From an optimization exercise on the open Yosys and OpenROAD flow, aimed at small area, a short achievable clock period and few clock cycles per item; shortcuts taken in it are not production practice.
RTL that was checked went through simulation tests only; none was proved equivalent to the original.
No activity file was given, so power comes from the tool's default toggle rates.

==> flow/design.v (excerpt) <==
module toroidal_life_grid_engine_core (
    input  logic       i_clk,
    input  logic       i_rst_n,
    input  logic       s_axis_tvalid,
    output logic       s_axis_tready,
    input  logic [15:0] s_axis_tdata,   
    input  logic [2:0] s_axis_tuser,    
    output logic       m_axis_tvalid,
    input  logic       m_axis_tready,
    output logic [7:0] m_axis_tdata     
);
    localparam int N = tlg_pkg::GRID_DIM;
    localparam int H = N / 2;
    localparam int QD = 3;               
    tlg_pkg::t_row_word r_live  [0:N-1];
    tlg_pkg::t_row_word r_prior [0:N-1];
    logic         x_valid;     
    logic         x_cell;      
    logic         x_step;      
    logic         x_tog;
    logic         x_wr;        
    logic         x_val;       
    logic         x_pclr;      
    logic [3:0]   x_col;
    logic [N-1:0] x_rrow;      
    logic         x_wt;        
    logic         x_all;       
    logic [N-1:0] x_rsel;      
    logic [N-1:0] x_csel;      
    logic         r_step2;     
    logic         r_pclr;      
    logic [2:0]   r_cnt;       
    logic [2:0]   r_owed;      
    logic         r_ready;
    logic         r_ovalid;
    logic [1:0]   r_q [0:QD-1];
    logic         accept, deliver;
    logic [2:0]   code;
    assign accept  = s_axis_tvalid && r_ready;
    assign deliver = r_ovalid && m_axis_tready;
  ...
make LEC_CHECK=0 CAP_MARGIN=20 CORE_MARGIN=2 CORE_UTILIZATION=40 CTS_BUF_LIST=sky130_fd_sc_hd__clkbuf_8 CTS_CLUSTER_SIZE=24 SETUP_SLACK_MARGIN=2.0 SLEW_MARGIN=20 SYNTH_HIERARCHICAL=1 SYNTH_MINIMUM_KEEP_SIZE=0 finish   # period 5.0 ns
run.sh (not shown) runs the stock make flow with config.mk's settings and CLKGATE_MAP_FILE= SYNTH_SCRIPT=/design/flow/synth_recipe.tcl, a recipe that flattens the netlist after the stock synthesis.
The baseline finished with timing, DRC and antenna clean.
Then changed:
- SETUP_SLACK_MARGIN: 2.0 -> 2.3
Die area does not change. Core utilization goes up by 4.4 points. Worst hold slack improved by 0.0058 ns. Cell area went up by 9.4%. Routed wire length grows by 8.5%. Via count is higher by about 6%. Power rises by 7.4%.
Function was not checked in any run of this note: the RTL went through the layout flow alone.


lane 1:
Another version of the RTL of toroidal_life_grid_engine_core (not shown whole).
Size in the first run: about 660 flip-flops, roughly 40000 um2 of cells after synthesis.
## toroidal_life_grid_engine_core
module toroidal_life_grid_engine_core (
    input  logic       i_clk,
    input  logic       i_rst_n,
    input  logic       s_axis_tvalid,
    output logic       s_axis_tready,
    input  logic [15:0] s_axis_tdata,   
    input  logic [2:0] s_axis_tuser,    
    output logic       m_axis_tvalid,
    input  logic       m_axis_tready,
    output logic [7:0] m_axis_tdata     
);
    localparam int N = tlg_pkg::GRID_DIM;
    localparam int H = N / 2;
    localparam int QD = 4;               
    tlg_pkg::t_row_word r_live  [0:N-1];
    tlg_pkg::t_row_word r_prior [0:N-1];
    logic         x_valid;     
    logic         x_cell;      
    logic         x_step;      
    logic         x_tog;
    logic         x_wr;        
    logic         x_val;       
    logic         x_pclr;      
    logic [3:0]   x_col;
    logic [N-1:0] x_rsel;      
    logic [N-1:0] x_rrow;      
    logic [N-1:0] x_csel;      
    logic         r_step2;     
    logic         r_pclr;      
    logic         z_valid, z_cell;
    logic [3:0]   z_col;
    tlg_pkg::t_row_word z_live, z_prior;
    logic [2:0]   r_cnt;
    logic         r_ready;
    logic         r_ovalid;
    logic [1:0]   r_q [0:QD-1];
    logic         accept, deliver;
    logic [2:0]   code;
    assign accept  = s_axis_tvalid && r_ready;
    assign deliver = r_ovalid && m_axis_tready;
    assign code    = s_axis_tuser;
    always_ff @(posedge i_clk) begin
        x_col <= s_axis_tdata[3:0];
        x_tog <= i_rst_n && (code == tlg_pkg::REQ_TOGGLE);
        x_wr  <= !i_rst_n || (code == tlg_pkg::REQ_WRITE) || (code == tlg_pkg::REQ_CLEAR);
        x_val <= i_rst_n && (code == tlg_pkg::REQ_WRITE) && s_axis_tdata[8];
        for (int i = 0; i < N; i++) begin
            x_rsel[i] <= !i_rst_n || (accept && (code == tlg_pkg::REQ_CLEAR))
                       || (accept && ((code == tlg_pkg::REQ_WRITE) || (code == tlg_pkg::REQ_TOGGLE))
                           && (s_axis_tdata[7:4] == 4'(i)));
            x_csel[i] <= !i_rst_n || (code == tlg_pkg::REQ_CLEAR) || (s_axis_tdata[3:0] == 4'(i));
            x_rrow[i] <= (s_axis_tdata[7:4] == 4'(i));
        end
        if (!i_rst_n) begin
            x_valid <= 1'b0;
            x_cell  <= 1'b0;
            x_step  <= 1'b0;
            x_pclr  <= 1'b1;
            r_step2 <= 1'b0;
            r_pclr  <= 1'b0;
        end else begin
            x_valid <= accept;
  ...
clock: 5.0 ns
lec_check: 0
cap_margin: 20
core_margin: 2
core_utilization: 40
slew_margin: 20
synth_hierarchical: 1
synth_minimum_keep_size: 0
Lane 1 was carried through to the last stage, and its layout satisfied the timing, design-rule and antenna checks.
Testbench counts of lane 1, summed over its fixed seeds: cycles 5,851, items 4,800.
The inputs of lane 2 differ from those of lane 1 as listed below.
diff --git a/flow/config.mk b/flow/config.mk
--- a/flow/config.mk
+++ b/flow/config.mk
@@ -10,2 +10,3 @@
 export CORE_UTILIZATION = 40
+export SETUP_SLACK_MARGIN = 2.4
 export SLEW_MARGIN = 20
==> comparison <==
Lane 1 has lower count of clock-buffer cells in the layout than lane 2.
Routed wire length, lane 2 vs lane 1: up by a few percent
Against lane 1, detailed router's first-iteration violation count in lane 2 came out better.
The final reports for lane 2 and lane 1 show sequential cell area share lower in the former.
Lane 2 against lane 1: via total after detailed routing saw an increase; wire length per cell saw a decrease; sequential power saw a decrease.
Comparing lane 2 and lane 1, the lower transition at the pin with the smallest max-transition slack is on lane 2.
Utilization after layout: lower on lane 1
Summary: with lane 1 as the reference, pin count of the biggest net entering global routing in lane 2 moved down by more than 10%.


Another version of the RTL of toroidal_life_grid_engine_core (not shown whole).
Size in the first run: ~2800 cells after synthesis, roughly 590 flip-flops.
Settings: LEC_CHECK=0, CAP_MARGIN=20, CORE_MARGIN=2, CORE_UTILIZATION=55, SETUP_SLACK_MARGIN=1.8, SLEW_MARGIN=20, SYNTH_HIERARCHICAL=1, SYNTH_MINIMUM_KEEP_SIZE=0; clock period 5.0 ns.
Testbench counts at the start, summed over its fixed seeds: cycles 5,843, items 4,800.
Change:
CORE_UTILIZATION = 40   (was 55)
SETUP_SLACK_MARGIN = 2.0   (was 1.8)
What happened:
- The changed run produced a clean layout
- non-clock buffer count goes up by 124
- wire length goes up by 2.1%
- cell area goes up by 3.8%
- total power goes up by about 1.3%
- maximum frequency goes up by 7.4%
- via count goes up by about 1.8%
- worst setup slack gains 0.22 ns
- hold slack gains 0.028 ns
- clock skew goes up by 0.0073 ns
- global-route usage goes down by 10 points
Change:
CORE_UTILIZATION = 60   (was 40)
PLACE_DENSITY = 0.75   (was unset)
After rerunning: Via count came out higher slightly; design area came out lower slightly; register-to-register slack got worse by 0.05 ns; non-clock buffer count came out lower by 21; count of clock-buffer cells in the layout came out lower by 12; worst setup slack got worse by 0.052 ns.
Change:
CAP_MARGIN = 5   (was 20)
CORE_UTILIZATION = 40   (was 60)
PLACE_DENSITY = 0.8   (was 0.75)
SLEW_MARGIN = 5   (was 20)
Result:
- clock skew increases by 0.018 ns
- non-clock buffer count decreases by 38
- design area barely changes
- area after synthesis stays the same
- hold slack is about the same
- critical path depth increases by 2
- setup slack is better by 0.016 ns
- global-route usage decreases by 14 points
- cell count increases by 9.9%
- die area increases by 49%
- total power decreases by 1.3%
Change:
CAP_MARGIN = 20   (was 5)
CORE_UTILIZATION = 55   (was 40)
PLACE_DENSITY = unset   (was 0.8)
SETUP_SLACK_MARGIN = 2.2   (was 2.0)
SLEW_MARGIN = 20   (was 5)
TNS_END_PERCENT = 0   (was unset)
Outcome: The changed run ran to the end with no violations. Via count climbs by 1.9%. Design area grows by 5.7%. Die area is lower by 27%. Synthesized cell count does not change. Final cell count decreases by 3.1%. Register-to-register slack gains 0.16 ns.


== run 1 ==
Another version of the RTL of toroidal_life_grid_engine_core (not shown whole).
Size: ~2900 cells after synthesis, about 560 flip-flops, roughly 33 I/O pins.
export LEC_CHECK = 0
export CAP_MARGIN = 20
export CORE_MARGIN = 2
export CORE_UTILIZATION = 60
export SETUP_SLACK_MARGIN = 2.0
export SLEW_MARGIN = 20
export SYNTH_HIERARCHICAL = 1
export SYNTH_MINIMUM_KEEP_SIZE = 0
create_clock -name core_clock -period 5.0 [get_ports {i_clk}]
Testbench counts of run 1, summed over its fixed seeds: cycles 5,843, items 4,800.
Input changes introduced in run 2 (baseline for comparison: run 1):
- changing SLEW_MARGIN from 20 to 5
- changing CAP_MARGIN from 20 to 5
- setting PLACE_DENSITY to 0.88 for the first time
- changing CORE_UTILIZATION from 60 to 40
Findings:
- Run 2 went all the way through synthesis, placement and routing and the layout is clean on timing, DRC and antenna.
- Multi-input combinational cell area (lower): run 2
- In run 2 relative to run 1, global-route wire length before repair had gone down by a few percent.
- Run 2: number of global-route vias before repair about 2.4% above run 1
- The slew at the pin with the worst max-slew slack reported for run 2 is greater than that of run 1 by 0.018 ns.
- Delta (run 2 minus run 1): area used by sequential logic in the layout shows no meaningful change, logic depth of the worst register-to-register path shows a reduction of 2, total length of routed wires shows a reduction of 6.2%.
Inputs modified between run 2 and run 3:
- CAP_MARGIN: 5 -> 20
- SLEW_MARGIN: 5 -> 20
- SETUP_SLACK_MARGIN: 2.0 -> 2.1
- PLACE_DENSITY: 0.88 -> 0.7
- GPL_ROUTABILITY_DRIVEN: unset -> 0
==> run summary <==
In the flow results for run 2 and run 3, the maximum VDD drop is smaller on run 3. Compared to run 2, run 3 shows a wider setup margin. In run 3 relative to run 2, average via count per standard cell had gone down by a few percent. The via count reported for run 3 is lower than the one for run 2. Going from run 2 to run 3, post-CTS setup-driven buffer insertion count grows by 53. Run 2 ended up with fewer cell instances than run 3 did. NOTE: logic depth of the worst register-to-register path in run 3 exceeds that of run 2. Global-route wire length before repair deteriorates in run 3 relative to run 2. Run 3: proportion of power drawn by combinational gates is 0.3 points lower than what run 2 reported.
Here is what was changed in the inputs of run 4 compared with run 3.
- GPL_ROUTABILITY_DRIVEN: 0 -> unset
- PLACE_DENSITY: 0.7 -> 0.8
- SETUP_SLACK_MARGIN: 2.1 -> 2.15
==> comparison <==
Run 3 went all the way through synthesis, placement and routing and the layout is clean on timing, DRC and antenna. Run 4 was carried through to the last stage, and its layout satisfied the timing, design-rule and antenna checks. The run showing the smaller critical path depth is run 4. Run 3 → run 4: final hold slack dropped 0.0091 ns; clock network area share climbed 0.22 points; clock power climbed 5.0%. Between run 4 and run 3, it is run 4 whose combinational group power is higher, by about 3%. Run 4: final cell count 0.38% below run 3. Number of global-route vias before repair delta for run 4 relative to run 3: about 3.4% higher. Fraction of cell area in non-clock buffers for run 4 is lower than for run 3. Looking at met3 capacity usage during global routing, run 4 sits 3.4 points higher than run 3 does.


== yarrow ==
toroidal_life_grid_engine_core again, from the RTL that the note above started with.
clock: 5.0 ns
lec_check: 0
cap_margin: 20
core_margin: 2
core_utilization: 40
place_density: 0.8
setup_slack_margin: 2.0
slew_margin: 20
synth_hierarchical: 1
synth_minimum_keep_size: 0
Testbench counts of yarrow, summed over its fixed seeds: cycles 5,843, items 4,800.
[inputs] amber vs yarrow
- PLACE_DENSITY removed (was 0.8)
Results
Proportion of cell area occupied by multi-input gates in amber is 0.46 points below yarrow.
~same final-layout worst hold slack in yarrow and amber
Note that the clock tree buffer count of the final layout recorded for yarrow amounts to 1.08 times the value seen in amber.
yarrow -> amber: synthesized cell area flat
Compared with yarrow, amber is the more power-hungry design.
Changes observed in amber relative to yarrow: total routing resource utilization after global routing has increased; worst setup slack has increased; number of maximum-capacitance constraint violations has remained practically unchanged.
Changes observed in amber relative to yarrow: maximum fanout count along the critical path decreased 5; synthesized instance count flat.
> inputs changed (amber -> pepper)
- an added PLACE_DENSITY of 0.8
- a change of SLEW_MARGIN from 20 to 5
- a change of CAP_MARGIN from 20 to 5
### Flow results
- pepper went all the way through the flow, and no timing, DRC or antenna check failed.
- Compared with amber, pepper shows a lower global-route met2 utilization.
- According to the power report, total power for pepper is lower than for amber.
- Non-clock buffer count of pepper falls short of that of amber by more than 10%.
- Compared with amber, pepper shows met3 track utilization from global routing higher by 1.6 points.
- For pepper, the end point of the critical path was r_live[8][1], unlike amber, where it was r_q[0][1].
- Maximum operating frequency of pepper exceeds that of amber slightly.
Input-level comparison between onyx and pepper:
- SETUP_SLACK_MARGIN: 2.0 -> 1.9
[summary]
- Per the final summary, onyx finished and its layout is clean on timing, DRC and antenna.
- Diff pepper -> onyx: critical path depth climbed 3, final period utilization climbed 2.0 points, minimum period implied by the final worst setup slack climbed 100 ps, via count of the first global-routing pass barely changed.
- Per the comparison of onyx with pepper, internal power now sits lower, power drawn by the sequential cells rose by about 0.7%, total power after layout shrank by 0.64%.

separate check: timing with driven ports:
The results above use ideal ports. As a check the final layouts listed here were re-extracted and re-timed, cells and wires unchanged. Step 1: set_driving_cell puts a clkbuf_16 on i_clk and a buf_2 on each other input, an assumption about the parent block. Step 2 adds t to the input delays and takes it off the output delays; t is the mean of the earliest and latest rising clock arrival at the registers after step 1. Input paths then give back, and output paths get back, about the clock's delay inside the block. a / b / c = ideal ports / drivers / drivers and shift; a / b = the first two.
| run | t (ns) | setup slack, ns | slew at the worst register clock pin (ns) |
|---|---|---|---|
| the first run of note 1 | 0.794 | 1.878 / 1.878 / 1.641 | 0.07 / 0.07 |
| the second run of note 1 | 0.812 | 2.156 / 2.156 / 1.679 | 0.07 / 0.07 |
| lane 1 | 0.689 | 1.923 / 1.923 / 1.464 | 0.07 / 0.07 |
| lane 2 | 0.685 | 2.246 / 2.246 / 2.128 | 0.07 / 0.07 |
| the first run of note 3 | 0.681 | 1.771 / 1.771 / 1.601 | 0.07 / 0.07 |
| the second run of note 3 | 0.678 | 1.993 / 1.993 / 1.512 | 0.07 / 0.07 |
| the third run of note 3 | 0.698 | 1.941 / 1.941 / 1.542 | 0.07 / 0.07 |
| the fourth run of note 3 | 0.696 | 1.956 / 1.956 / 1.594 | 0.07 / 0.07 |
| the fifth run of note 3 | 0.684 | 2.121 / 2.121 / 1.606 | 0.07 / 0.07 |
| run 1 | 0.671 | 1.878 / 1.878 / 1.614 | 0.06 / 0.06 |
| run 2 | 0.694 | 1.894 / 1.894 / 1.652 | 0.07 / 0.07 |
| run 3 | 0.695 | 1.915 / 1.915 / 1.595 | 0.07 / 0.07 |
| run 4 | 0.701 | 1.850 / 1.850 / 1.523 | 0.07 / 0.07 |
| yarrow | 0.700 | 1.861 / 1.861 / 1.608 | 0.07 / 0.07 |
| amber | 0.704 | 1.925 / 1.925 / 1.536 | 0.07 / 0.07 |
| pepper | 0.706 | 1.944 / 1.944 / 1.605 | 0.07 / 0.07 |
| onyx | 0.708 | 1.844 / 1.844 / 1.596 | 0.07 / 0.07 |
After both steps every run listed still meets setup and hold. The setup slack of the fifth run of note 3, which loses most, moves by 0.000 ns with the drivers and by -0.515 ns with both steps.
